Context: an optimization exercise on an open-source flow, tuned for small area and a short achievable clock period. The choices shown serve that exercise and are no tape-out recipe. RTL that was checked went through simulation tests only; none was proved equivalent to the original. Only the layout flow was run in runs 1 to 3; the RTL was not checked for function there. Power figures rest on the tool's default switching activity, not on a simulated workload.

===== flow/run.sh =====
#!/bin/bash
# Standard layout, with the port buffers chosen here: buf_1 on inputs and
# buf_2 on outputs, instead of the cell that buffer_ports picks by default.
set -euo pipefail
here=$(pwd)
cat > "$here/flow/pre_gpl.tcl" <<'TCL'
buffer_ports -outputs -buffer_cell sky130_fd_sc_hd__buf_2
TCL
cat >> config.mk <<EOC
export BUFFER_PORTS_ARGS = -inputs -buffer_cell sky130_fd_sc_hd__buf_1
export PRE_GLOBAL_PLACE_TCL = $here/flow/pre_gpl.tcl
EOC
bash standard.sh > standard_flow.log 2>&1

===== flow/pre_gpl.tcl =====
buffer_ports -outputs -buffer_cell sky130_fd_sc_hd__buf_2

===== standard.sh =====
#!/bin/bash
# synth_recipe.tcl (not shown) runs the flow's synth.tcl, then flattens the netlist and writes it again
# the make line also repeats each setting of config.mk as NAME=value (left out here)
make -C /OpenROAD-flow-scripts/flow DESIGN_CONFIG=/design/flow/config.mk WORK_HOME=/design/flow/orfs CLKGATE_MAP_FILE= SYNTH_SCRIPT=/design/flow/synth_recipe.tcl "${@:-finish}"

===== config.mk =====
export PLATFORM = sky130hd
export DESIGN_NAME = qu_front_end
export DESIGN_NICKNAME = qu_front_end
export VERILOG_FILES = /design/flow/design.v
export SDC_FILE = /design/flow/constraint.sdc
export NUM_CORES = 4
export LEC_CHECK = 0
export CAP_MARGIN = 20
export CORE_MARGIN = 2
export CORE_UTILIZATION = 55
export CTS_CLUSTER_DIAMETER = 100
export CTS_CLUSTER_SIZE = 22
export SETUP_SLACK_MARGIN = 2.8
export SLEW_MARGIN = 20
export BUFFER_PORTS_ARGS = -inputs -buffer_cell sky130_fd_sc_hd__buf_1
export PRE_GLOBAL_PLACE_TCL = /design/flow/flow/pre_gpl.tcl

===== constraint.sdc =====
create_clock -name core_clock -period 5.0 [get_ports {clk}]
set_input_delay 1.0000 -clock core_clock [delete_from_list [all_inputs] [get_ports {clk}]]
set_output_delay 1.0000 -clock core_clock [all_outputs]
set_load 0.01 [all_outputs]

===== design.v =====
package qu_pkg;
    localparam int instr_w = 32;
    localparam int pc_w = 32;
    localparam int arch_regs = 32;
    localparam int num_pregs = 48;
    localparam int preg_w = $clog2(num_pregs);
    localparam logic [6:0] opc_op = 7'b0110011;
    localparam logic [6:0] opc_op_imm = 7'b0010011;
    localparam logic [6:0] opc_lui = 7'b0110111;
    localparam logic [6:0] funct7_base = 7'b0000000;
    localparam logic [6:0] funct7_alt = 7'b0100000;
    localparam logic [1:0] kind_none = 2'b00;
    localparam logic [1:0] kind_op = 2'b01;
    localparam logic [1:0] kind_opi = 2'b10;
    localparam logic [1:0] kind_lui = 2'b11;
    localparam int rs_entry_w = 174;
endpackage
module qu_front_end (
    input  logic                          clk,
    input  logic                          rst_n,
    input  logic                          redirect,
    input  logic [qu_pkg::pc_w-1:0]       redirect_pc,
    output logic [qu_pkg::pc_w-1:0]       imem_addr,
    input  logic [qu_pkg::instr_w-1:0]    imem_data,
    output logic [qu_pkg::preg_w-1:0]     rf_rd1_addr,
    output logic [qu_pkg::preg_w-1:0]     rf_rd2_addr,
    input  logic [qu_pkg::instr_w-1:0]    rf_rd1_data,
    input  logic [qu_pkg::instr_w-1:0]    rf_rd2_data,
    input  logic                          wb_valid,
    input  logic [qu_pkg::preg_w-1:0]     wb_preg,
    input  logic                          free_valid,
    input  logic [qu_pkg::preg_w-1:0]     free_preg,
    input  logic                          rs_credit,
    output logic                          rs_valid,
    output logic [qu_pkg::rs_entry_w-1:0] rs_entry
);
    localparam int np = qu_pkg::num_pregs;
    logic [31:0] pc;
    logic [6:0]  fd_opc;
    logic [2:0]  fd_f3;
    logic        fd_base;
    logic        fd_alt;
    logic        fd_op;
    logic        fd_opi;
    logic        fd_lui;
    logic [1:0]  fd_kind;
    assign imem_addr = pc;
    assign fd_opc = imem_data[6:0];
    assign fd_f3 = imem_data[14:12];
    assign fd_base = (imem_data[31:25] == qu_pkg::funct7_base);
    assign fd_alt = (imem_data[31:25] == qu_pkg::funct7_alt);
    assign fd_op = (fd_opc == qu_pkg::opc_op)
                   && (fd_base || (fd_alt && (fd_f3 == 3'b000 || fd_f3 == 3'b101)));
    assign fd_opi = (fd_opc == qu_pkg::opc_op_imm)
                    && ((fd_f3 == 3'b001) ? fd_base : (fd_f3 == 3'b101) ? (fd_base || fd_alt) : 1'b1);
    assign fd_lui = (fd_opc == qu_pkg::opc_lui);
    assign fd_kind = (imem_data[11:7] == 5'd0) ? qu_pkg::kind_none
                   : {fd_opi || fd_lui, fd_op || fd_lui};
    logic [3:0]  f_v;
    logic [1:0]  f_rp;
    logic [26:0] f_mem [4];
    logic [26:0] f_head;
    logic        f_full;
    logic        f_empty;
    logic        f_push;
    logic        f_pop;
    logic        f_proper;
    logic        f_borrow;
    assign f_full = &f_v;
    assign f_empty = ~|f_v;
    assign f_push = !f_full && !redirect;
    logic [3:0]  f_ok;
    logic [3:0]  f_rp_oh;
    assign f_head = f_mem[f_rp];
    assign f_proper = |(f_ok & f_rp_oh);
    logic [27:0] pc_dec;
    logic [31:0] f_head_pc;
    assign f_borrow = f_full || (f_rp > pc[3:2]);
    assign f_head_pc = {f_borrow ? pc_dec : pc[31:4], f_rp, pc[1:0]};
    always_ff @(posedge clk) begin
        if (f_push) begin
            f_mem[pc[3:2]] <= {fd_kind, imem_data[31:7]};
            f_ok[pc[3:2]] <= |fd_kind;
        end
        if (f_push && pc[3:2] == 2'b11) begin
            pc_dec <= pc[31:4];
        end
    end
    always_ff @(posedge clk or negedge rst_n) begin
        if (!rst_n) begin
            pc <= '0;
            f_v <= '0;
            f_rp <= '0;
            f_rp_oh <= 4'b0001;
        end else if (redirect) begin
            pc <= redirect_pc;
            f_v <= '0;
            f_rp <= redirect_pc[3:2];
            f_rp_oh <= 4'b0001 << redirect_pc[3:2];
        end else begin
            if (f_push) begin
                pc <= pc + 32'd4;
                f_v[pc[3:2]] <= 1'b1;
            end
            if (f_pop) begin
                f_v[f_rp] <= 1'b0;
                f_rp <= f_rp + 2'd1;
                f_rp_oh <= {f_rp_oh[2:0], f_rp_oh[3]};
            end
        end
    end
    logic [3:0]  d_t;        
    logic [1:0]  d_wp;
    logic [1:0]  d_rp;
    logic [41:0] d_mem [4];
    logic [41:0] d_rest;
    logic [16:0] h_f;
    logic [16:0] b_f [3];
    logic [2:0]  b_wp;
    logic [2:0]  b_rp;
    logic [16:0] b_head;
    logic [16:0] d_in_f;
    logic [41:0] d_in_rest;
    logic        d_full;
    logic        d_empty;
    logic        d_push;
    logic        d_many;
    logic        d_one;
    logic        take;
    assign d_full = d_t[3];
    assign d_empty = !d_t[0];
    assign d_one = d_t[0] && !d_t[1];
    assign d_many = d_t[1];
    assign d_rest = d_mem[d_rp];
    assign b_head = ({17{b_rp[0]}} & b_f[0]) | ({17{b_rp[1]}} & b_f[1]) | ({17{b_rp[2]}} & b_f[2]);
    assign d_in_f = {f_head[26:25], f_head[17:8], f_head[4:0]};
    assign d_in_rest = {f_head_pc, f_head[24:18], f_head[7:5]};
    assign f_pop = !f_empty && (!d_full || !f_proper);
    assign d_push = !f_empty && !d_full && f_proper;
    logic d_fill;
    assign d_fill = !f_empty && !d_full;
    always_ff @(posedge clk) begin
        if (d_fill) begin
            d_mem[d_wp] <= d_in_rest;
        end
    end
    logic h_load;
    logic b_push;
    logic b_pop;
    assign h_load = take || d_empty;
    assign b_push = d_push && !d_empty && !(take && d_one);
    assign b_pop = take && d_many;
    always_ff @(posedge clk) begin
        h_f <= h_f_nx;
        for (int i = 0; i < 3; i++) begin
            if (d_fill && b_wp[i]) begin
                b_f[i] <= d_in_f;
            end
        end
    end
    logic [1:0]  h_kind;
    logic [4:0]  h_rd;
    logic [4:0]  h_rs1;
    logic [4:0]  h_rs2;
    logic [5:0]  rat [1:31];
    logic [5:0]  rat_full [32];
    logic [np-1:0] free_map;
    logic [np-1:1] busy;
    logic [np-1:0] free_below;
    logic [np-1:0] lowest;
    logic        more_free;
    logic        any_free;
    logic [5:0]  alloc;
    logic        want;
    logic        drain;
    logic        cred_nz;
    logic [5:0]  old_p;
    logic [5:0]  src1_p;
    logic [5:0]  src2_p;
    assign h_kind = h_f[16:15];
    assign h_rs2 = h_f[14:10];
    assign h_rs1 = h_f[9:5];
    assign h_rd = h_f[4:0];
    always_comb begin
        free_below[0] = 1'b0;
        for (int i = 1; i < np; i++) begin
            free_below[i] = |(free_map & ((np'(1) << i) - np'(1)));
        end
        lowest = free_map & ~free_below;
        alloc = '0;
        for (int i = 0; i < np; i++) begin
            alloc = alloc | ({6{lowest[i]}} & 6'(i));
        end
    end
    logic [23:0] fa1, ft1;
    logic [11:0] fa2, ft2;
    logic [5:0]  fa3, ft3;
    logic [2:0]  fa4, ft4;
    always_comb begin
        for (int j = 0; j < 24; j++) begin
            fa1[j] = free_map[2*j] | free_map[2*j+1];
            ft1[j] = free_map[2*j] & free_map[2*j+1];
        end
        for (int j = 0; j < 12; j++) begin
            fa2[j] = fa1[2*j] | fa1[2*j+1];
            ft2[j] = ft1[2*j] | ft1[2*j+1] | (fa1[2*j] & fa1[2*j+1]);
        end
        for (int j = 0; j < 6; j++) begin
            fa3[j] = fa2[2*j] | fa2[2*j+1];
            ft3[j] = ft2[2*j] | ft2[2*j+1] | (fa2[2*j] & fa2[2*j+1]);
        end
        for (int j = 0; j < 3; j++) begin
            fa4[j] = fa3[2*j] | fa3[2*j+1];
            ft4[j] = ft3[2*j] | ft3[2*j+1] | (fa3[2*j] & fa3[2*j+1]);
        end
        more_free = |ft4 || (fa4[0] && fa4[1]) || (fa4[0] && fa4[2]) || (fa4[1] && fa4[2]);
    end
    always_comb begin
        rat_full[0] = 6'd0;
        for (int i = 1; i < 32; i++) begin
            rat_full[i] = rat[i];
        end
    end
    logic        took;
    logic [5:0]  p_preg;
    logic        byp_rs1;
    logic        byp_rs2;
    logic [16:0] h_next;
    assign h_next = d_many ? b_head : d_in_f;
    always_ff @(posedge clk or negedge rst_n) begin
        if (!rst_n) begin
            byp_rs1 <= 1'b0;
            byp_rs2 <= 1'b0;
        end else begin
            byp_rs1 <= take && (h_next[9:5] == h_rd);
            byp_rs2 <= take && (h_next[14:10] == h_rd);
        end
    end
    logic [31:1] h_rs1_oh;
    logic [31:1] h_rs2_oh;
    logic [5:0]  rat_rs1;
    logic [5:0]  rat_rs2;
    logic [16:0] h_f_nx;
    assign h_f_nx = h_load ? h_next : h_f;
    always_ff @(posedge clk) begin
        for (int i = 1; i < 32; i++) begin
            h_rs1_oh[i] <= (h_f_nx[9:5] == 5'(i));
            h_rs2_oh[i] <= (h_f_nx[14:10] == 5'(i));
        end
    end
    always_comb begin
        rat_rs1 = '0;
        rat_rs2 = '0;
        for (int i = 1; i < 32; i++) begin
            rat_rs1 = rat_rs1 | ({6{h_rs1_oh[i]}} & rat[i]);
            rat_rs2 = rat_rs2 | ({6{h_rs2_oh[i]}} & rat[i]);
        end
    end
    assign src1_p = (h_kind == qu_pkg::kind_lui) ? 6'd0 : byp_rs1 ? p_preg : rat_rs1;
    assign src2_p = (h_kind == qu_pkg::kind_op) ? (byp_rs2 ? p_preg : rat_rs2) : 6'd0;
    logic [31:1] m_rd_oh;
    always_comb begin
        old_p = '0;
        for (int i = 1; i < 32; i++) begin
            old_p = old_p | ({6{m_rd_oh[i]}} & rat[i]);
        end
    end
    always_ff @(posedge clk or negedge rst_n) begin
        if (!rst_n) begin
            m_rd_oh <= '0;
        end else begin
            for (int i = 1; i < 32; i++) begin
                m_rd_oh[i] <= take && (h_rd == 5'(i));
            end
        end
    end
    logic        m_v;
    logic [58:0] m_op;
    logic [5:0]  m_rd_p;
    logic [5:0]  m_old_p;
    logic [5:0]  m_src1_p;
    logic [5:0]  m_src2_p;
    logic        m_acc;
    assign p_preg = m_rd_p;
    assign m_acc = !m_v || cred_nz;
    assign want = !d_empty && m_acc;
    assign take = want && any_free;
    always_ff @(posedge clk or negedge rst_n) begin
        if (!rst_n) begin
            d_t <= '0;
            d_wp <= '0;
            d_rp <= '0;
            b_wp <= 3'b001;
            b_rp <= 3'b001;
            m_v <= 1'b0;
            took <= 1'b0;
        end else begin
            took <= take;
            if (d_push && !take) begin
                d_t <= {d_t[2:0], 1'b1};
            end else if (take && !d_push) begin
                d_t <= {1'b0, d_t[3:1]};
            end
            if (d_push) begin
                d_wp <= d_wp + 2'd1;
            end
            if (take) begin
                d_rp <= d_rp + 2'd1;
            end
            if (b_push) begin
                b_wp <= {b_wp[1:0], b_wp[2]};
            end
            if (b_pop) begin
                b_rp <= {b_rp[1:0], b_rp[2]};
            end
            if (m_acc) begin
                m_v <= take;
            end
        end
    end
    always_ff @(posedge clk or negedge rst_n) begin
        if (!rst_n) begin
            for (int i = 1; i < 32; i++) begin
                rat[i] <= 6'(i);
            end
        end else begin
            for (int i = 1; i < 32; i++) begin
                if (m_rd_oh[i]) begin
                    rat[i] <= p_preg;
                end
            end
        end
    end
    always_ff @(posedge clk or negedge rst_n) begin
        if (!rst_n) begin
            for (int i = 0; i < np; i++) begin
                free_map[i] <= (i >= qu_pkg::arch_regs);
            end
            any_free <= 1'b1;
        end else begin
            for (int i = 0; i < np; i++) begin
                if (want && lowest[i]) begin
                    free_map[i] <= 1'b0;
                end
                if (free_valid && free_preg == 6'(i)) begin
                    free_map[i] <= 1'b1;
                end
            end
            any_free <= free_valid || (want ? more_free : any_free);
        end
    end
    always_ff @(posedge clk or negedge rst_n) begin
        if (!rst_n) begin
            busy <= '0;
        end else begin
            for (int i = 1; i < np; i++) begin
                if (wb_valid && wb_preg == 6'(i)) begin
                    busy[i] <= 1'b0;
                end
                if (want && lowest[i]) begin
                    busy[i] <= 1'b1;
                end
            end
        end
    end
    always_ff @(posedge clk) begin
        if (took) begin
            m_old_p <= old_p;
        end
    end
    always_ff @(posedge clk) begin
        if (m_acc) begin
            m_op <= {d_rest[41:10], h_f[16:15], d_rest[9:3], h_f[14:5], d_rest[2:0], h_f[4:0]};
            m_rd_p <= alloc;
            m_src1_p <= src1_p;
            m_src2_p <= src2_p;
        end
    end
    logic [5:0]  credits;    
    logic        busy1;
    logic        busy2;
    logic        rdy1;
    logic        rdy2;
    logic [np-1:0] busy_all;
    assign busy_all = {busy, 1'b0};
    assign rf_rd1_addr = m_src1_p;
    assign rf_rd2_addr = m_src2_p;
    assign drain = m_v && cred_nz;
    assign busy1 = busy_all[m_src1_p];
    assign busy2 = busy_all[m_src2_p];
    assign cred_nz = credits[0];
    assign rdy1 = !busy1 || (wb_valid && wb_preg == m_src1_p);
    assign rdy2 = !busy2 || (wb_valid && wb_preg == m_src2_p);
    always_ff @(posedge clk or negedge rst_n) begin
        if (!rst_n) begin
            credits <= 6'b111111;
            rs_valid <= 1'b0;
        end else begin
            if (rs_credit && !drain) begin
                credits <= {credits[4:0], 1'b1};
            end else if (drain && !rs_credit) begin
                credits <= {1'b0, credits[5:1]};
            end
            rs_valid <= drain;
        end
    end
    logic [31:0] e_pc;
    logic [1:0]  e_kind;
    logic [31:7] e_ins;
    logic        e_lui;
    logic        e_op;
    logic [2:0]  e_f3;
    logic        e_alt;
    logic [3:0]  e_alu;
    assign e_pc = m_op[58:27];
    assign e_kind = m_op[26:25];
    assign e_ins = m_op[24:0];
    assign e_lui = (e_kind == qu_pkg::kind_lui);
    assign e_op = (e_kind == qu_pkg::kind_op);
    assign e_f3 = e_ins[14:12];
    assign e_alt = e_ins[30] && (e_op || e_f3 == 3'b101);
    always_comb begin
        case (e_f3)
            3'b000: e_alu = e_alt ? 4'd1 : 4'd0;
            3'b001: e_alu = 4'd2;
            3'b010: e_alu = 4'd3;
            3'b011: e_alu = 4'd4;
            3'b100: e_alu = 4'd5;
            3'b101: e_alu = e_alt ? 4'd7 : 4'd6;
            3'b110: e_alu = 4'd8;
            default: e_alu = 4'd9;
        endcase
        if (e_lui) begin
            e_alu = 4'd10;
        end
    end
    logic [141:0] r_head;
    logic         r_rdy1;
    logic         r_rdy2;
    logic [31:0]  r_data1;
    logic [31:0]  r_data2;
    always_ff @(posedge clk) begin
        r_head <= {
            e_pc,
            e_alu,
            e_ins[11:7],
            e_lui ? 5'd0 : e_ins[19:15],
            e_op ? e_ins[24:20] : 5'd0,
            !e_op,
            e_lui ? {e_ins[31:12], 12'd0} : {{20{e_ins[31]}}, e_ins[31:20]},
            m_rd_p,
            took ? old_p : m_old_p,
            m_src1_p,
            m_src2_p
        };
        r_rdy1 <= rdy1;
        r_rdy2 <= rdy2;
        r_data1 <= rf_rd1_data;
        r_data2 <= rf_rd2_data;
    end
    assign rs_entry = {
        r_head,
        r_rdy1,
        r_rdy1 ? r_data1 : 32'd0,
        r_rdy2,
        r_rdy2 ? r_data2 : 32'd0
    };
endmodule

==> results of run 1 <==
## flip-flops by register name, summed over array words and instances, names as in the netlist, 28 cells and up
name      flops
free_map     48
d_mem       168
h_rs1_oh     31
pc           32
rs_entry    103
m_rd_oh      31
busy         47
r_data1      32
f_mem       108
pc_dec       28
b_f          51
m_op         59
h_rs2_oh     31
r_data2      32
rat         186
## power by group through the flow
stage | Sequential [mW] | Combinational [mW] | Clock, mW
4_1_cts | 14.5 | 5.23 | 5.02
3_5_place_dp | 14.8 | 4.74 | 0
3_3_place_gp | 14.7 | 4.63 | 0
6_report | 14.6 | 6.05 | 4.93
2_1_floorplan | 13.0 | 3.92 | 0
5_1_grt | 14.7 | 6.50 | 5.33
## what timing repair did
action	4_1_cts	5_1_grt
setup buffers	68	58
gates resized for setup	157	187
setup endpoints to repair	537	609
hold buffers	0	0
hold endpoints to repair	0	0
pin swaps	25	57
gates cloned	3	5
## layer usage
layer	GRT usage [%]	wire length, um
met5	0	13
met4	12.9	6220
met3	7.95	14000
met2	51.5	64200
met1	47.6	56200
## cells by family after synthesis
group	count (synthesis)	synth area share, %
buffers and inverters	220	2.00
AOI/OAI and AO/OA	640	10.9
and+or+nand+nor	770	9.23
DFF	1069	65.2
adders and majority gates	17	0.496
muxes	333	11.2
xor gates and xnor gates	53	1.08
## synth_stat cells, drive strengths merged (17+ instances only)
cell	count	area, sq um
ha	17	213
o22ai	25	156
nor2b	27	169
and2	104	651
inv	50	188
xor2	24	210
a21o	20	150
a221oi	76	666
nand3	68	340
edfxtp	449	13500
a21oi	47	235
clkbuf	149	559
mux4	94	2120
dfxtp	240	4800
nand2	175	657
nor3	54	270
mux2	223	2510
dfstp	106	2790
nand4	51	334
nor2	178	668
nor4	20	204
nand2b	22	138
o21ai	141	709
buf	20	106
xnor2	29	254
a222oi	22	220
dfrtp	274	6860
a22oi	129	968
a22o	106	932
## final timing paths
| check | from | end | slack, ns | cells past startpoint |
|---|---|---|---|---|
| max reg2reg | m_src1_p[0] | r_rdy1 | 2.53 | 5 |
| min | m_op[50] | rs_entry[165] | 0.33 | 0 |
| min reg2reg | m_op[50] | rs_entry[165] | 0.33 | 0 |
| max in group asynchronous | rst_n | m_rd_oh[8] | 3.28 | 2 |
| min in group asynchronous | rst_n | busy[37] | 0.46 | 1 |
| max | r_rdy2 | rs_entry[19] | 2.41 | 2 |
## per-stage QoR
| stage | hold slack (ns) | cell area (sq um) |
|---|---|---|
| after floorplan | 0.323 | 43000 |
| after global placement | 0.329 | 44500 |
| after detailed placement | 0.327 | 44500 |
| after CTS | 0.347 | 47100 |
| after global routing | 0.351 | 48400 |
| final | 0.333 | 48400 |
## critical path, stage by stage, from the launching register on
cell and delay (ns):
dfxtp_4 0.51, dlymetal6s2s_1 0.22, and2_4 0.19
## final cells by class
type,instances,area [sq um]
Timing Repair inverter,3,48.8
Clock buffer,95,1530
Multi-Input combinational cell,1813,15000
Fill cell,5878,28900
Tap cell,1040,1300
Timing Repair Buffer,321,2190
Sequential cell,1069,28000
Inverter,51,225
Clock inverter,9,101
==> run summary, run 1 <==
- Ant diodes: 0
- Share of cells above drive strength 1: 27.9%
- Die Y: 283 um
- EDFF count, synth: 449
- Nets: 3477
- Final std cells w/o fill: 4401
- CP max FO: 7
- Switching Share: 34.9%
- Die area: 80200 sq um
- Clock Power Share: 19.3%
- Pwr/cell area: 528 nW/um^2
- First-pass GRT wire length: 199000 um
- Most frequent cells in the layout: edfxtp_1, dfxtp_1, mux2_2
- Max Cap Violations: 0
- Vias in the first global route: 28700
- Dpl ws: 2.11 ns
- Seq cells post-synth: 1069
- Skew-Pair Late Insertion Delay: 0.69 ns
- CTS tree: built
- Chip width: 283 um
- Synth warnings: 4
- Tightest Pin Transition: 1.14 ns
- RSZ-0062 raised after global routing: yes
- DR vias: 29500
- Final worst setup slack: 2.41 ns
- Starting Density: 55.4%
- Rows: 102
- Synthesized net count: 3265
- Post-Syn Area: 42900 sq um
- Crit start category: flop
- Combinational Power Share: 23.6%
- Status: timing/DRC/antenna clean
- WS Path Type: reg -> out
- Post-placement cell count: 4160
- Crit path time final: 2.59 ns
- Clk sinks: 1069
- Max clock buf depth: 3
- Vias per inst: 6.71
- DRT Pass-1 Iters: 6
- Avg WL per Cell: 32.0 um
- Avg Cell Area, Syn: 13.8 sq um
- Initial antenna violation count: 3
- Core ar.: 77300 sq um
- Sequential power share: 57.1%
- CTS H-Tree Depth: 2
- Fraction of registers with async set or reset after synthesis: 35.5%
- I/O pin count: 365
- Final setup violation count: 0
- Detail Placement HPWL: 90300 um
- Iter 0 DRT Violations: 4084
- FMAX: 0.386 GHz
- Yosys cell types: 78
- Endpoints failing hold: 0
- Commonest non-fill, non-tap cell in the layout: edfxtp_1
- Area delta synth->final: 12.9%
- Worst Setup End Kind: output pin
- Setup_tns: 0 ns
- WP data required: 4.00 ns
- Largest net degree at the start of global routing: 113
- CP arrival: 1.59 ns
- Sequential share of the synthesized area: 65.2%
- Pleak: 18.2 nW
- Peak supply drop: 0.377 mV
- # port buffers: 364
- TritonCTS Buffers: 55
- DRC Markers: 0
- Routed WL: 141000 um
- CTS root buf: clkbuf_16
- GP Congestion: 0.996
- Fin util: 62.6%
- Slew margin rel.: 24.2%
- Int Power: 16.6 mW
- Antenna Nets Post-Route: 0
- Switching pwr: 8.91 mW
- Slew Viols, Final: 0
- Synth Instances: 3102
- Grt total ovfl: 0
- Tot Pwr: 25.6 mW
- Total GRT Usage: 33.8%
- Hold/Removal Path Class: reg -> reg
- Ys flop type: edfxtp_1
- Fin crit share: 51.8%
- Worst Skew: 0.0461 ns
- Reg clk slew, reported paths: 0.09 ns
==> run 2: changes to the inputs <==
--- a/design.v
+++ b/design.v
@@ -232,8 +232,8 @@
             byp_rs1 <= 1'b0;
             byp_rs2 <= 1'b0;
         end else begin
-            byp_rs1 <= take && (h_next[9:5] == h_rd);
-            byp_rs2 <= take && (h_next[14:10] == h_rd);
+            byp_rs1 <= byp1_nx;
+            byp_rs2 <= byp2_nx;
         end
     end
     logic [31:1] h_rs1_oh;
@@ -241,11 +241,19 @@
     logic [5:0]  rat_rs1;
     logic [5:0]  rat_rs2;
     logic [16:0] h_f_nx;
+    logic        use1_nx;
+    logic        use2_nx;
+    logic        byp1_nx;
+    logic        byp2_nx;
     assign h_f_nx = h_load ? h_next : h_f;
+    assign use1_nx = (h_f_nx[16:15] != qu_pkg::kind_lui);
+    assign use2_nx = (h_f_nx[16:15] == qu_pkg::kind_op);
+    assign byp1_nx = take && use1_nx && (h_next[9:5] == h_rd);
+    assign byp2_nx = take && use2_nx && (h_next[14:10] == h_rd);
     always_ff @(posedge clk) begin
         for (int i = 1; i < 32; i++) begin
-            h_rs1_oh[i] <= (h_f_nx[9:5] == 5'(i));
-            h_rs2_oh[i] <= (h_f_nx[14:10] == 5'(i));
+            h_rs1_oh[i] <= (h_f_nx[9:5] == 5'(i)) && use1_nx && !byp1_nx;
+            h_rs2_oh[i] <= (h_f_nx[14:10] == 5'(i)) && use2_nx && !byp2_nx;
         end
     end
     always_comb begin
@@ -256,8 +264,8 @@
             rat_rs2 = rat_rs2 | ({6{h_rs2_oh[i]}} & rat[i]);
         end
     end
-    assign src1_p = (h_kind == qu_pkg::kind_lui) ? 6'd0 : byp_rs1 ? p_preg : rat_rs1;
-    assign src2_p = (h_kind == qu_pkg::kind_op) ? (byp_rs2 ? p_preg : rat_rs2) : 6'd0;
+    assign src1_p = rat_rs1 | ({6{byp_rs1}} & p_preg);
+    assign src2_p = rat_rs2 | ({6{byp_rs2}} & p_preg);
     logic [31:1] m_rd_oh;
     always_comb begin
         old_p = '0;
--- a/config.mk
+++ b/config.mk
@@ -7,10 +7,10 @@
 export LEC_CHECK = 0
 export CAP_MARGIN = 20
 export CORE_MARGIN = 2
-export CORE_UTILIZATION = 55
+export CORE_UTILIZATION = 58
 export CTS_CLUSTER_DIAMETER = 100
 export CTS_CLUSTER_SIZE = 22
-export SETUP_SLACK_MARGIN = 2.8
+export SETUP_SLACK_MARGIN = 2.6
 export SLEW_MARGIN = 20
 export BUFFER_PORTS_ARGS = -inputs -buffer_cell sky130_fd_sc_hd__buf_1
 export PRE_GLOBAL_PLACE_TCL = /design/flow/flow/pre_gpl.tcl
==> run summary, run 2 <==
- Hold/Removal Path Class: reg -> reg
- Crit path time final: 2.48 ns (-0.107 ns)
- Switching pwr: 8.93 mW (+0.21%)
- Area leader, netlist: edfxtp_1
- Max reg flops: 186 (unchanged)
- Peak supply drop: 0.413 mV (+9.4%)
- Count leader, synth: edfxtp_1
- CP arrival: 1.48 ns (-0.11 ns)
- Fraction of registers with async set or reset after synthesis: 35.5% (unchanged)
- Cell Chain, Critical Path: buf_8 > and2_4
- Chip width: 277 um (-2.1%)
- # port buffers: 364 (unchanged)
- TritonCTS Buffers: 55 (unchanged)
- Share of cells above drive strength 1: 23.0% (-4.9 points)
- Vias in the first global route: 29400 (+2.4%)
- Worst Reg2Reg Path Length in Cells: 7 (+2)
- FMAX: 0.403 GHz (+4.3%)
- Final setup violation count: 0 (unchanged)
- GP Congestion: 1.03 (+3.0%)
- Reg clk slew, reported paths: 0.10 ns (about the same)
- Grt total ovfl: 0 (unchanged)
- Fin util: 64.6% (+2.0 points)
- Iter 0 DRT Violations: 3843 (-5.9%)
- WP data required: 4.00 ns (about the same)
- Area delta synth->final: 10.6%
- Setup_tns: 0 ns (unchanged)
- Hold depth: 0 (unchanged)
- I/O pin count: 365 (unchanged)
- Nets: 3493 (+0.46%)
- Pwr/cell area: 532 nW/um^2 (+0.79%)
- Starting Density: 58.4% (+3.0 points)
- Fin crit share: 49.6% (-2.1 points)
- Synth top area share: 31.0% (-0.48 points)
- CTS root buf: clkbuf_16
- Most frequent cells in the layout: edfxtp_1, dfrtp_1, dfxtp_1
- Yosys cell types: 93 (+19%)
- CTS H-Tree Depth: 2 (unchanged)
- Antenna Nets Post-Route: 0 (unchanged)
- R2R Path Start: f_rp[0]
- EDFF count, synth: 447 (-0.45%)
- Slew margin rel.: 30.7% (+6.5 points)
- DRC Markers: 0 (unchanged)
- Commonest non-fill, non-tap cell in the layout: edfxtp_1
- Vias per inst: 6.84 (+2.0%)
- Largest net degree at the start of global routing: 104 (-8.0%)
- CP max FO: 8 (+1)
- Crit start category: flop
- Post-Syn Area: 43300 sq um (+1.1%)
- Initial antenna violation count: 5 (+2)
- DRT Pass-1 Iters: 7 (+1)
- Hold Startpoint: m_op[53]
- Synth top cells by count: edfxtp_1, dfrtp_1, dfxtp_1, a22oi_1, mux2_2
- Synth Instances: 3187 (+2.7%)
- Largest reg by FF count: rat
- Worst Setup End Kind: output pin
- RSZ-0062 raised after global routing: yes
- Crit path largest cell delay: 0.47 ns (-0.04 ns)
- Tightest Pin Transition: 1.04 ns (-0.0976 ns)
- Top cells by area, synth: edfxtp_1, dfrtp_1, dfxtp_1
- CTS tree: built
- WS Path Type: reg -> out
- Status: timing/DRC/antenna clean
- Die area: 76900 sq um (-4.1%)
- Avg WL per Cell: 31.7 um (-0.86%)
- Combinational Power Share: 23.9% (+0.3 points)
- R2R Setup Slk: 2.56 ns (+0.03 ns)
- Sequential share of the synthesized area: 64.4% (-0.75 points)
- Clk sinks: 1069 (unchanged)
- Sequential power share: 56.8% (-0.3 points)
- Rows: 100 (-2.0%)
- Clock Power Share: 19.3% (about the same)
- Worst Skew: 0.0219 ns (-0.0242 ns)
- Avg Cell Area, Syn: 13.6 sq um (-1.6%)
- Family with the most delay on the worst path: flip-flops
- Max clock buf depth: 3 (unchanged)
- Seq cells post-synth: 1069 (unchanged)
- Detail Placement HPWL: 89000 um (-1.5%)
- Endpoints failing hold: 0 (unchanged)
- Ys flop type: edfxtp_1
- Max Cap Violations: 0 (unchanged)
- Routed WL: 138000 um (-2.1%)
- Crit path buffers/inverters: 1 (unchanged)
- Pleak: 17.9 nW (-1.2%)
- DR vias: 29700 (+0.75%)
- Fin area: 47900 sq um (-1.0%)
- First-pass GRT wire length: 198000 um (-0.78%)
- Slowest-stage cell, CP: dfxtp_4
- Synthesized net count: 3350 (+2.6%)
- Skew-Pair Late Insertion Delay: 0.67 ns (-0.02 ns)
- RR Endpoint: h_rs1_oh[1]
- Total GRT Usage: 35.0% (+1.1 points)
- Core ar.: 74200 sq um (-4.1%)
- Die Y: 277 um (-2.1%)
- Switching Share: 35.0% (+0.15 points)
- Hold EP: rs_entry[168]
- Slew Viols, Final: 0 (unchanged)
- Int Power: 16.6 mW (-0.45%)
- Placed cell area: 44700 sq um (+0.56%)
- Synth warnings: 4 (unchanged)
[run 2: through the flow]
| stage | cells | worst slack [ns] | hold slack (ns) | total power [mW] |
|---|---|---|---|---|
| 6_report | 4346 | 2.52 | 0.324 | 25.5 |
| 5_1_grt | 4346 | 2.46 | 0.342 | 26.4 |
| 4_1_cts | 4324 | 2.41 | 0.330 | 25.0 |
| 3_5_place_dp | 4169 | 1.44 | 0.328 | 19.6 |
| 3_3_place_gp | 4169 | 1.62 | 0.329 | 19.4 |
| 2_1_floorplan | 3187 | 2.61 | 0.323 | 17.2 |
[run 2: cells by family after synthesis]
family                     Yosys count  synth area share, %
buffers and inverters              227                 2.20
adders and majority gates           17                0.491
DFF                               1069                 64.4
muxes                              347                 10.9
and+or+nand+nor                    814                 9.88
xor gates and xnor gates            48                0.970
AOI/OAI and AO/OA                  665                 11.2
[run 2: layer usage]
| layer | vias up | wire length, um | global-route usage [%] |
|---|---|---|---|
| li1 | 12400 | - | - |
| met1 | 15100 | 54100 | 48.0 |
| met2 | 1840 | 62300 | 53.3 |
| met3 | 448 | 14200 | 9.16 |
| met4 | 4 | 7110 | 14.8 |
| met5 | - | 27 | 0 |
[run 2: final cells by class]
class	instances	area, sq um
clock buffer	96	1530
antenna	2	5.00
timing repair buffer	258	1650
inverter	53	220
tap	969	1210
multi-input combinational	1892	15300
fill	5434	26300
timing repair inverter	1	8.76
sequential	1069	27900
clock inverter	6	86.3
[run 2: power groups by stage]
stage                     Sequential [mW]  Clock, mW  Combinational [mW]
final                                14.5       4.93                6.09
after floorplan                      13.1          0                4.09
after detailed placement             14.6          0                5.02
after CTS                            14.4       4.99                5.66
after global routing                 14.6       5.28                6.53
after global placement               14.6          0                4.86
[run 2: how the worst max path moves through the flow]
stage | start | to | slack, ns | depth (start not counted)
final | r_rdy1 | rs_entry[55] | 2.52 | 2
after global routing | f_rp[0] | h_rs1_oh[1] | 2.46 | 7
after CTS | r_rdy1 | rs_entry[40] | 2.41 | 2
after detailed placement | credits[0] | h_rs1_oh[1] | 1.44 | 8
after global placement | credits[0] | h_rs1_oh[1] | 1.62 | 8
after floorplan | credits[0] | h_rs1_oh[8] | 2.61 | 9
[run 2: timing repair]
action                                  in CTS  in global routing
hold buffers                                 0                  0
endpoints found under the setup margin     433                304
buffers inserted                            48                 17
resized for setup                           98                133
cloned                                       5                  3
pin swaps                                   18                 23
==> run 3: changes to the inputs <==
--- a/design.v
+++ b/design.v
@@ -391,8 +391,16 @@
     logic        rdy2;
     logic [np-1:0] busy_all;
     assign busy_all = {busy, 1'b0};
-    assign rf_rd1_addr = m_src1_p;
-    assign rf_rd2_addr = m_src2_p;
+    logic [5:0] rf_a1;
+    logic [5:0] rf_a2;
+    always_ff @(posedge clk) begin
+        if (take) begin
+            rf_a1 <= src1_p;
+            rf_a2 <= src2_p;
+        end
+    end
+    assign rf_rd1_addr = rf_a1;
+    assign rf_rd2_addr = rf_a2;
     assign drain = m_v && cred_nz;
     assign busy1 = busy_all[m_src1_p];
     assign busy2 = busy_all[m_src2_p];
==> run summary, run 3 <==
- Hold/Removal Path Class: reg -> reg
- DRC Markers: 0 (unchanged)
- # hold bufs at CTS: 0 (unchanged)
- Pwr/cell area: 595 nW/um^2 (+12%)
- Synth top cells by count: edfxtp_1, dfrtp_1, dfxtp_1, mux2_2, a22oi_1
- Largest net degree at the start of global routing: 116 (+12%)
- Top cells by area, synth: edfxtp_1, dfrtp_1, dfxtp_1
- Ys flop type: edfxtp_1
- Clk sinks: 1081 (+1.1%)
- Largest reg by FF count: rat
- Avg WL per Cell: 32.0 um (+1.1%)
- Setup_tns: 0 ns (unchanged)
- Count leader, synth: edfxtp_1
- Share of cells above drive strength 1: 25.3% (+2.3 points)
- Rows: 100 (unchanged)
- Pleak: 18.3 nW (+1.8%)
- Die Y: 278 um (+0.29%)
- CP arrival: 3.15 ns (+1.67 ns)
- Max Cap Violations: 0 (unchanged)
- WS Path Type: reg -> reg
- Fraction of registers with async set or reset after synthesis: 35.2% (-0.39 points)
- Family with the most delay on the worst path: buffers and inverters
- Synth warnings: 4 (unchanged)
- # port buffers: 364 (unchanged)
- Vias per inst: 6.94 (+1.5%)
- Area delta synth->final: 13.0%
- Placed cell area: 45100 sq um (+0.86%)
- Synth Instances: 3197 (+0.31%)
- Slowest-stage cell, CP: dfrtp_4
- Peak supply drop: 0.445 mV (+7.8%)
- GP Congestion: 1.01 (-1.5%)
- Detail Placement HPWL: 90600 um (+1.9%)
- Sequential share of the synthesized area: 64.9% (+0.45 points)
- Total GRT Usage: 35.7% (+0.74 points)
- Status: timing/DRC/antenna clean
- Core ar.: 74400 sq um (+0.34%)
- Nets: 3566 (+2.1%)
- Initial antenna violation count: 4 (-1)
- Worst Setup End Kind: flop
- Synthesized net count: 3360 (+0.30%)
- Crit path buffers/inverters: 5 (+4)
- Seq cells post-synth: 1081 (+1.1%)
- Crit start category: flop
- Crit path time final: 2.59 ns (+0.110 ns)
- Hold Startpoint: m_op[46]
- Slew margin rel.: 25.7% (-5.0 points)
- Vias in the first global route: 30100 (+2.6%)
- Synth top area share: 31.6% (+0.65 points)
- Cell Chain, Critical Path: buf_12 > buf_12 > mux2i_4 > a32oi_4 > nor2_2 > nor4_2 > nor4b_4 > buf_6 > buf_8 > buf_12 > nor3_2
- Max clock buf depth: 3 (unchanged)
- Final setup violation count: 0 (unchanged)
- Crit path from: f_rp[1]
- Antenna Nets Post-Route: 0 (unchanged)
- Worst Skew: 0.0242 ns (+0.00237 ns)
- Crit path largest cell delay: 0.57 ns (+0.10 ns)
- WP data required: 5.56 ns (+1.56 ns)
- TritonCTS Buffers: 55 (unchanged)
- DR vias: 30700 (+3.2%)
- EDFF count, synth: 459 (+2.7%)
- Reg clk slew, reported paths: 0.09 ns (about the same)
- R2R Path Start: f_rp[1]
- Chip width: 278 um (+0.29%)
- Fin crit share: 51.8% (+2.2 points)
- Tightest Pin Transition: 1.11 ns (+0.0743 ns)
- RSZ-0062 raised after global routing: yes
- CTS tree: built
- CTS root buf: clkbuf_16
- First-pass GRT wire length: 203000 um (+2.4%)
- Slew Viols, Final: 0 (unchanged)
- Iter 0 DRT Violations: 4666 (+21%)
- Area leader, netlist: edfxtp_1
- FMAX: 0.386 GHz (-4.2%)
- Avg Cell Area, Syn: 13.6 sq um (+0.27%)
- Skew-Pair Late Insertion Delay: 0.68 ns (about the same)
- Final std cells w/o fill: 4422 (+1.7%)
- Routed WL: 142000 um (+2.9%)
- Yosys cell types: 83 (-11%)
- Dpl ws: 1.68 ns (+0.245 ns)
- Endpoints failing hold: 0 (unchanged)
- Commonest non-fill, non-tap cell in the layout: edfxtp_1
- CP max FO: 7 (-1)
- Fin area: 49200 sq um (+2.8%)
- Die area: 77400 sq um (+0.58%)
- Post-Syn Area: 43600 sq um (+0.59%)
- Most frequent cells in the layout: edfxtp_1, dfrtp_1, dfxtp_1
- Final worst setup slack: 2.41 ns (-0.110 ns)
- Max reg flops: 186 (unchanged)
- CTS H-Tree Depth: 2 (unchanged)
- DRT Pass-1 Iters: 12 (+5)
- Starting Density: 58.5% (+0.15 points)
- I/O pin count: 365 (unchanged)
- Crit path top cell by count: buf_12
- Post-placement cell count: 4183 (+0.34%)
- Grt total ovfl: 0 (unchanged)
## run 3: repair_timing
item | 4_1_cts | 5_1_grt
endpoints found under the hold margin | 0 | 0
endpoints found under the setup margin | 340 | 346
cloned | 11 | 1
setup buffers | 74 | 44
pin swaps | 50 | 58
gates resized for setup | 150 | 146
## run 3: report_power, final
| part | internal (mW) | switching (mW) | total (mW) |
|---|---|---|---|
| registers | 12.4 | 3.33 | 15.8 |
| logic | 3.75 | 4.84 | 8.59 |
| clock network | 2.14 | 2.81 | 4.95 |
## run 3: per-layer routing
| metal | part of all wire, % | track usage, % | up-vias |
|---|---|---|---|
| met3 | 11 | 10.1 | 512 |
| met1 | 39 | 49.1 | 15500 |
| li1 | - | - | 12600 |
| met2 | 45 | 53.7 | 2052 |
| met5 | 0.080 | 0.688 | - |
| met4 | 5.2 | 15.1 | 4 |
## run 3: layout make-up
type	count	area (sq um)
tap	969	1210
inverter	54	239
timing repair buffer	309	2090
timing repair inverter	3	26.3
multi-input combinational	1899	15700
fill	5324	25200
sequential	1081	28300
clock buffer	99	1550
clock inverter	5	88.8
antenna	3	7.51
## run 3: cells by family (layout without fill, tap and decap cells)
| kind of cell | count (synthesis) | after routing | share of synthesized area [%] |
|---|---|---|---|
| compound gates | 650 | 650 | 10.8 |
| fa+ha+maj | 19 | 19 | 0.534 |
| other cells | 0 | 3 | 0 |
| mux | 348 | 348 | 10.9 |
| xor+xnor | 47 | 47 | 0.944 |
| simple gates | 830 | 835 | 9.96 |
| buf+inv | 222 | 470 | 2.00 |
| flops | 1081 | 1081 | 64.9 |
## run 3: final timing paths
kind	to	slack (ns)	cells after the start
setup / recovery	h_rs2_oh[23]	2.41	11
hold / removal	rs_entry[161]	0.35	0
setup reg to reg	h_rs2_oh[23]	2.41	11
hold reg to reg	rs_entry[161]	0.35	0
max in group asynchronous	m_rd_oh[17]	3.33	2
min in group asynchronous	busy[34]	0.44	1
## run 3: stage by stage
step	hold WS [ns]	power [mW]	utilization, %
5_1_grt	0.352	30.3	66.1
3_3_place_gp	0.326	22.2	60.6
2_1_floorplan	0.323	19.2	-
6_report	0.347	29.3	66.2
3_5_place_dp	0.327	22.5	60.6
4_1_cts	0.347	28.3	64.7
==> run 4: changes to the inputs <==
--- a/design.v
+++ b/design.v
@@ -69,10 +69,8 @@
     assign f_full = &f_v;
     assign f_empty = ~|f_v;
     assign f_push = !f_full && !redirect;
-    logic [3:0]  f_ok;
-    logic [3:0]  f_rp_oh;
     assign f_head = f_mem[f_rp];
-    assign f_proper = |(f_ok & f_rp_oh);
+    assign f_proper = |f_head[26:25];
     logic [27:0] pc_dec;
     logic [31:0] f_head_pc;
     assign f_borrow = f_full || (f_rp > pc[3:2]);
@@ -80,7 +78,6 @@
     always_ff @(posedge clk) begin
         if (f_push) begin
             f_mem[pc[3:2]] <= {fd_kind, imem_data[31:7]};
-            f_ok[pc[3:2]] <= |fd_kind;
         end
         if (f_push && pc[3:2] == 2'b11) begin
             pc_dec <= pc[31:4];
@@ -91,12 +88,10 @@
             pc <= '0;
             f_v <= '0;
             f_rp <= '0;
-            f_rp_oh <= 4'b0001;
         end else if (redirect) begin
             pc <= redirect_pc;
             f_v <= '0;
             f_rp <= redirect_pc[3:2];
-            f_rp_oh <= 4'b0001 << redirect_pc[3:2];
         end else begin
             if (f_push) begin
                 pc <= pc + 32'd4;
@@ -105,7 +100,6 @@
             if (f_pop) begin
                 f_v[f_rp] <= 1'b0;
                 f_rp <= f_rp + 2'd1;
-                f_rp_oh <= {f_rp_oh[2:0], f_rp_oh[3]};
             end
         end
     end
@@ -137,10 +131,8 @@
     assign d_in_rest = {f_head_pc, f_head[24:18], f_head[7:5]};
     assign f_pop = !f_empty && (!d_full || !f_proper);
     assign d_push = !f_empty && !d_full && f_proper;
-    logic d_fill;
-    assign d_fill = !f_empty && !d_full;
     always_ff @(posedge clk) begin
-        if (d_fill) begin
+        if (d_push) begin
             d_mem[d_wp] <= d_in_rest;
         end
     end
@@ -151,9 +143,11 @@
     assign b_push = d_push && !d_empty && !(take && d_one);
     assign b_pop = take && d_many;
     always_ff @(posedge clk) begin
-        h_f <= h_f_nx;
+        if (h_load) begin
+            h_f <= h_next;
+        end
         for (int i = 0; i < 3; i++) begin
-            if (d_fill && b_wp[i]) begin
+            if (d_push && b_wp[i]) begin
                 b_f[i] <= d_in_f;
             end
         end
@@ -232,40 +226,12 @@
             byp_rs1 <= 1'b0;
             byp_rs2 <= 1'b0;
         end else begin
-            byp_rs1 <= byp1_nx;
-            byp_rs2 <= byp2_nx;
-        end
-    end
-    logic [31:1] h_rs1_oh;
-    logic [31:1] h_rs2_oh;
-    logic [5:0]  rat_rs1;
-    logic [5:0]  rat_rs2;
-    logic [16:0] h_f_nx;
-    logic        use1_nx;
-    logic        use2_nx;
-    logic        byp1_nx;
-    logic        byp2_nx;
-    assign h_f_nx = h_load ? h_next : h_f;
-    assign use1_nx = (h_f_nx[16:15] != qu_pkg::kind_lui);
-    assign use2_nx = (h_f_nx[16:15] == qu_pkg::kind_op);
-    assign byp1_nx = take && use1_nx && (h_next[9:5] == h_rd);
-    assign byp2_nx = take && use2_nx && (h_next[14:10] == h_rd);
-    always_ff @(posedge clk) begin
-        for (int i = 1; i < 32; i++) begin
-            h_rs1_oh[i] <= (h_f_nx[9:5] == 5'(i)) && use1_nx && !byp1_nx;
-            h_rs2_oh[i] <= (h_f_nx[14:10] == 5'(i)) && use2_nx && !byp2_nx;
-        end
-    end
-    always_comb begin
-        rat_rs1 = '0;
-        rat_rs2 = '0;
-        for (int i = 1; i < 32; i++) begin
-            rat_rs1 = rat_rs1 | ({6{h_rs1_oh[i]}} & rat[i]);
-            rat_rs2 = rat_rs2 | ({6{h_rs2_oh[i]}} & rat[i]);
+            byp_rs1 <= take && (h_next[9:5] == h_rd);
+            byp_rs2 <= take && (h_next[14:10] == h_rd);
         end
     end
-    assign src1_p = rat_rs1 | ({6{byp_rs1}} & p_preg);
-    assign src2_p = rat_rs2 | ({6{byp_rs2}} & p_preg);
+    assign src1_p = (h_kind == qu_pkg::kind_lui) ? 6'd0 : byp_rs1 ? p_preg : rat_full[h_rs1];
+    assign src2_p = (h_kind == qu_pkg::kind_op) ? (byp_rs2 ? p_preg : rat_full[h_rs2]) : 6'd0;
     logic [31:1] m_rd_oh;
     always_comb begin
         old_p = '0;
@@ -384,39 +350,30 @@
             m_src2_p <= src2_p;
         end
     end
-    logic [5:0]  credits;    
+    logic [2:0]  credits;
+    logic [2:0]  credits_nx;
     logic        busy1;
     logic        busy2;
     logic        rdy1;
     logic        rdy2;
     logic [np-1:0] busy_all;
     assign busy_all = {busy, 1'b0};
-    logic [5:0] rf_a1;
-    logic [5:0] rf_a2;
-    always_ff @(posedge clk) begin
-        if (take) begin
-            rf_a1 <= src1_p;
-            rf_a2 <= src2_p;
-        end
-    end
-    assign rf_rd1_addr = rf_a1;
-    assign rf_rd2_addr = rf_a2;
+    assign rf_rd1_addr = m_src1_p;
+    assign rf_rd2_addr = m_src2_p;
     assign drain = m_v && cred_nz;
     assign busy1 = busy_all[m_src1_p];
     assign busy2 = busy_all[m_src2_p];
-    assign cred_nz = credits[0];
+    assign credits_nx = credits - 3'(drain) + 3'(rs_credit);
     assign rdy1 = !busy1 || (wb_valid && wb_preg == m_src1_p);
     assign rdy2 = !busy2 || (wb_valid && wb_preg == m_src2_p);
     always_ff @(posedge clk or negedge rst_n) begin
         if (!rst_n) begin
-            credits <= 6'b111111;
+            credits <= 3'd6;
+            cred_nz <= 1'b1;
             rs_valid <= 1'b0;
         end else begin
-            if (rs_credit && !drain) begin
-                credits <= {credits[4:0], 1'b1};
-            end else if (drain && !rs_credit) begin
-                credits <= {1'b0, credits[5:1]};
-            end
+            credits <= credits_nx;
+            cred_nz <= (credits_nx != 3'd0);
             rs_valid <= drain;
         end
     end
@@ -450,13 +407,8 @@
             e_alu = 4'd10;
         end
     end
-    logic [141:0] r_head;
-    logic         r_rdy1;
-    logic         r_rdy2;
-    logic [31:0]  r_data1;
-    logic [31:0]  r_data2;
     always_ff @(posedge clk) begin
-        r_head <= {
+        rs_entry <= {
             e_pc,
             e_alu,
             e_ins[11:7],
@@ -467,18 +419,11 @@
             m_rd_p,
             took ? old_p : m_old_p,
             m_src1_p,
-            m_src2_p
+            m_src2_p,
+            rdy1,
+            rdy1 ? rf_rd1_data : 32'd0,
+            rdy2,
+            rdy2 ? rf_rd2_data : 32'd0
         };
-        r_rdy1 <= rdy1;
-        r_rdy2 <= rdy2;
-        r_data1 <= rf_rd1_data;
-        r_data2 <= rf_rd2_data;
-    end
-    assign rs_entry = {
-        r_head,
-        r_rdy1,
-        r_rdy1 ? r_data1 : 32'd0,
-        r_rdy2,
-        r_rdy2 ? r_data2 : 32'd0
-    };
+    end
 endmodule
==> run summary, run 4 <==
- Status: timing/DRC/antenna clean
- Rows: 99 (-1.0%)
- Iter 0 DRT Violations: 4418 (-5.3%)
- WP data required: 5.60 ns (+0.04 ns)
- Worst Setup End Kind: flop
- Count leader, synth: edfxtp_1
- DR vias: 32000 (+4.2%)
- Setup_tns: 0 ns (unchanged)
- Worst Skew: 0.0300 ns (+0.00574 ns)
- CTS tree: built
- Fraction of registers with async set or reset after synthesis: 37.5% (+2.4 points)
- Max Cap Violations: 0 (unchanged)
- Max clock buf depth: 3 (unchanged)
- RR Endpoint: rs_entry[53]
- Largest net degree at the start of global routing: 119 (+2.6%)
- Fin crit share: 57.2% (+5.4 points)
- Pleak: 18.6 nW (+1.5%)
- Final setup violation count: 0 (unchanged)
- Most frequent cells in the layout: edfxtp_1, dfrtp_1, mux2_2
- Routed WL: 159000 um (+12%)
- Hold depth: 0 (unchanged)
- R2R Setup Slk: 2.14 ns (-0.27 ns)
- R2R Path Start: m_src1_p[0]
- Starting Density: 58.3% (-0.22 points)
- Skew-Pair Late Insertion Delay: 0.68 ns (about the same)
- Clk sinks: 997 (-7.8%)
- Hold_ws: 0.346 ns (-0.00131 ns)
- Area delta synth->final: 15.9%
- Post-Syn Area: 42300 sq um (-2.9%)
- Detail Placement HPWL: 102000 um (+12%)
- CP arrival: 3.46 ns (+0.31 ns)
- Ys flop type: edfxtp_1
- Sequential share of the synthesized area: 62.6% (-2.2 points)
- Crit path largest cell delay: 0.87 ns (+0.30 ns)
- Top cells by area, synth: edfxtp_1, dfrtp_1, dfxtp_1
- WS Path Type: reg -> reg
- Share of cells above drive strength 1: 29.8% (+4.5 points)
- Peak supply drop: 0.490 mV (+10%)
- Synth Instances: 3173 (-0.75%)
- Hold/Removal Path Class: reg -> reg
- Synthesized net count: 3338 (-0.65%)
- Endpoints failing hold: 0 (unchanged)
- Largest reg by FF count: rat
- Worst Reg2Reg Path Length in Cells: 6 (-5)
- Vias in the first global route: 30700 (+2.1%)
- Crit path top cell by count: mux4_2
- DRC Markers: 0 (unchanged)
- EDFF count, synth: 455 (-0.87%)
- Fillcell total: 5173 (-2.8%)
- Seq cells post-synth: 997 (-7.8%)
- Chip width: 274 um (-1.4%)
- First-pass GRT wire length: 222000 um (+9.4%)
- CTS H-Tree Depth: 2 (unchanged)
- Slew margin rel.: 22.4% (-3.3 points)
- Slowest-stage cell, CP: edfxtp_1
- Synth top area share: 32.3% (+0.65 points)
- Grt total ovfl: 0 (unchanged)
- Crit path time final: 2.86 ns (+0.268 ns)
- Crit start category: flop
- Antenna Nets Post-Route: 0 (unchanged)
- Hold EP: rs_entry[170]
- Die area: 75200 sq um (-2.8%)
- Avg Cell Area, Syn: 13.3 sq um (-2.1%)
- Die Y: 274 um (-1.4%)
- Initial antenna violation count: 4 (unchanged)
- Commonest non-fill, non-tap cell in the layout: edfxtp_1
- Reg clk slew, reported paths: 0.09 ns (about the same)
- # port buffers: 364 (unchanged)
- TritonCTS Buffers: 52 (-5.5%)
- CP max FO: 8 (+1)
- Core ar.: 72600 sq um (-2.5%)
- DRT Pass-1 Iters: 9 (-3)
- Area leader, netlist: edfxtp_1
- CTS root buf: clkbuf_16
- FMAX: 0.350 GHz (-9.4%)
- Synth top cells by count: edfxtp_1, dfrtp_1, mux2_2, nand2_1, clkbuf_1
- RSZ-0062 raised after global routing: yes
- I/O pin count: 365 (unchanged)
- Pwr/cell area: 566 nW/um^2 (-4.9%)
- Slew Viols, Final: 0 (unchanged)
- Vias per inst: 7.15 (+3.0%)
- Max reg flops: 186 (unchanged)
- Hold Startpoint: m_op[55]
- Synth warnings: 4 (unchanged)
- Cell Chain, Critical Path: mux4_2 > mux4_2 > o211ai_1 > buf_4 > o41a_4 > and2_1
- Nets: 3633 (+1.9%)
- Avg WL per Cell: 35.5 um (+11%)
- Tightest Pin Transition: 1.16 ns (+0.0501 ns)
- Total GRT Usage: 41.3% (+5.6 points)
- Yosys cell types: 86 (+3.6%)
- GP Congestion: 1.14 (+13%)
run 4: cells by family (layout without fill, tap and decap cells):
group	after synthesis	in the layout	synth area share, %
flip-flops	997	997	62.6
AND/OR/NAND/NOR	882	900	11.0
AO/OA/AOI/OAI	599	604	10.3
multiplexers	350	350	11.7
buffers and inverters	260	575	2.41
XOR/XNOR	66	66	1.37
adder cells (fa/ha/maj)	19	19	0.579
other	0	3	0
run 4: critical path: cells and delay by family, from the launching register on:
kind            cells  cell delay [ns]
flops               1             0.87
mux                 2             1.12
compound gates      2             0.42
buf+inv             1             0.20
simple gates        1             0.17
run 4: how the worst max path moves through the flow:
stage                              end  cells past startpoint   startpoint
after CTS                 rs_entry[48]                      6  m_src1_p[0]
final                     rs_entry[53]                      6  m_src1_p[0]
after global placement     rs_entry[2]                      5  m_src2_p[0]
after floorplan              m_rd_p[0]                      6  free_map[5]
after detailed placement  rs_entry[28]                      5  m_src2_p[0]
after global routing      rs_entry[51]                      6  m_src1_p[0]
run 4: what timing repair did:
item	in CTS	in global routing
endpoints found under the setup margin	584	456
cloned	22	9
hold buffers	0	0
resized for setup	224	157
setup buffers	124	54
pin swaps	55	62
run 4: where the power goes:
group | switching [mW] | total [mW] | internal, mW
sequential | 2.57 | 13.7 | 11.1
clock | 2.69 | 4.78 | 2.09
combinational | 5.45 | 9.34 | 3.89
run 4: final cells by class:
cell class | instances | area (sq um) | share of cell area, %
sequential | 997 | 26600 | 54.1
multi-input combinational | 1939 | 16200 | 33.0
timing repair buffer | 433 | 3330 | 6.79
clock buffer | 91 | 1500 | 3.06
tap | 959 | 1200 | 2.44
inverter | 45 | 169 | 0.344
clock inverter | 6 | 108 | 0.219
antenna | 3 | 7.51 | 0.0153
run 4: through the flow:
stage	total power, mW	instances	worst slack (ns)	instance area (sq um)	util (%)
final	27.8	4473	2.14	49100	67.6
after global routing	28.4	4471	2.11	49100	67.6
after CTS	26.6	4405	2.13	47900	65.9
after detailed placement	20.5	4162	1.40	44100	60.8
after global placement	20.3	4162	1.55	44100	60.8
after floorplan	17.0	3173	2.60	42500	-
run 4: routing by layer:
| metal | share of wire, % | GRT usage [%] | wire length (um) |
|---|---|---|---|
| met5 | 0.014 | 0 | 23 |
| met3 | 13 | 12.9 | 19900 |
| met1 | 36 | 54.2 | 57600 |
| met4 | 7.3 | 22.4 | 11600 |
| met2 | 44 | 61.7 | 69500 |

==> re-timing with driven ports <==
No port has a modelled driver above. Below, the same layouts with a new extraction and two added sets of constraints.
Step 1: set_driving_cell puts a clkbuf_16 on clk and a buf_2 on each other input, an assumption about the parent block.
Step 2, shift: input delay + t, output delay - t, t = (earliest + latest rising clock arrival at the registers) / 2. This alone moves slack from input paths to output paths.
Slacks: ideal ports / drivers / drivers and shift; pairs: ideal ports / drivers.
run	shift t [ns]	setup slack, ns	worst setup path after step 2	clock arrival spread, ns	worst slew at a driven data input, ns
run 1	0.740	2.411 / 2.339 / 2.192	input to register	0.050 / 0.051	0.07
run 2	0.722	2.518 / 2.450 / 2.165	input to register	0.028 / 0.028	0.09
run 3	0.740	2.408 / 2.388 / 2.073	input to register	0.031 / 0.030	0.08
run 4	0.736	2.140 / 2.140 / 2.017	input to register	0.033 / 0.033	0.06
After both steps every run listed still meets setup and hold. For run 2, which loses most, drivers alone change the setup slack by -0.068 ns; drivers and shift together by -0.353 ns.
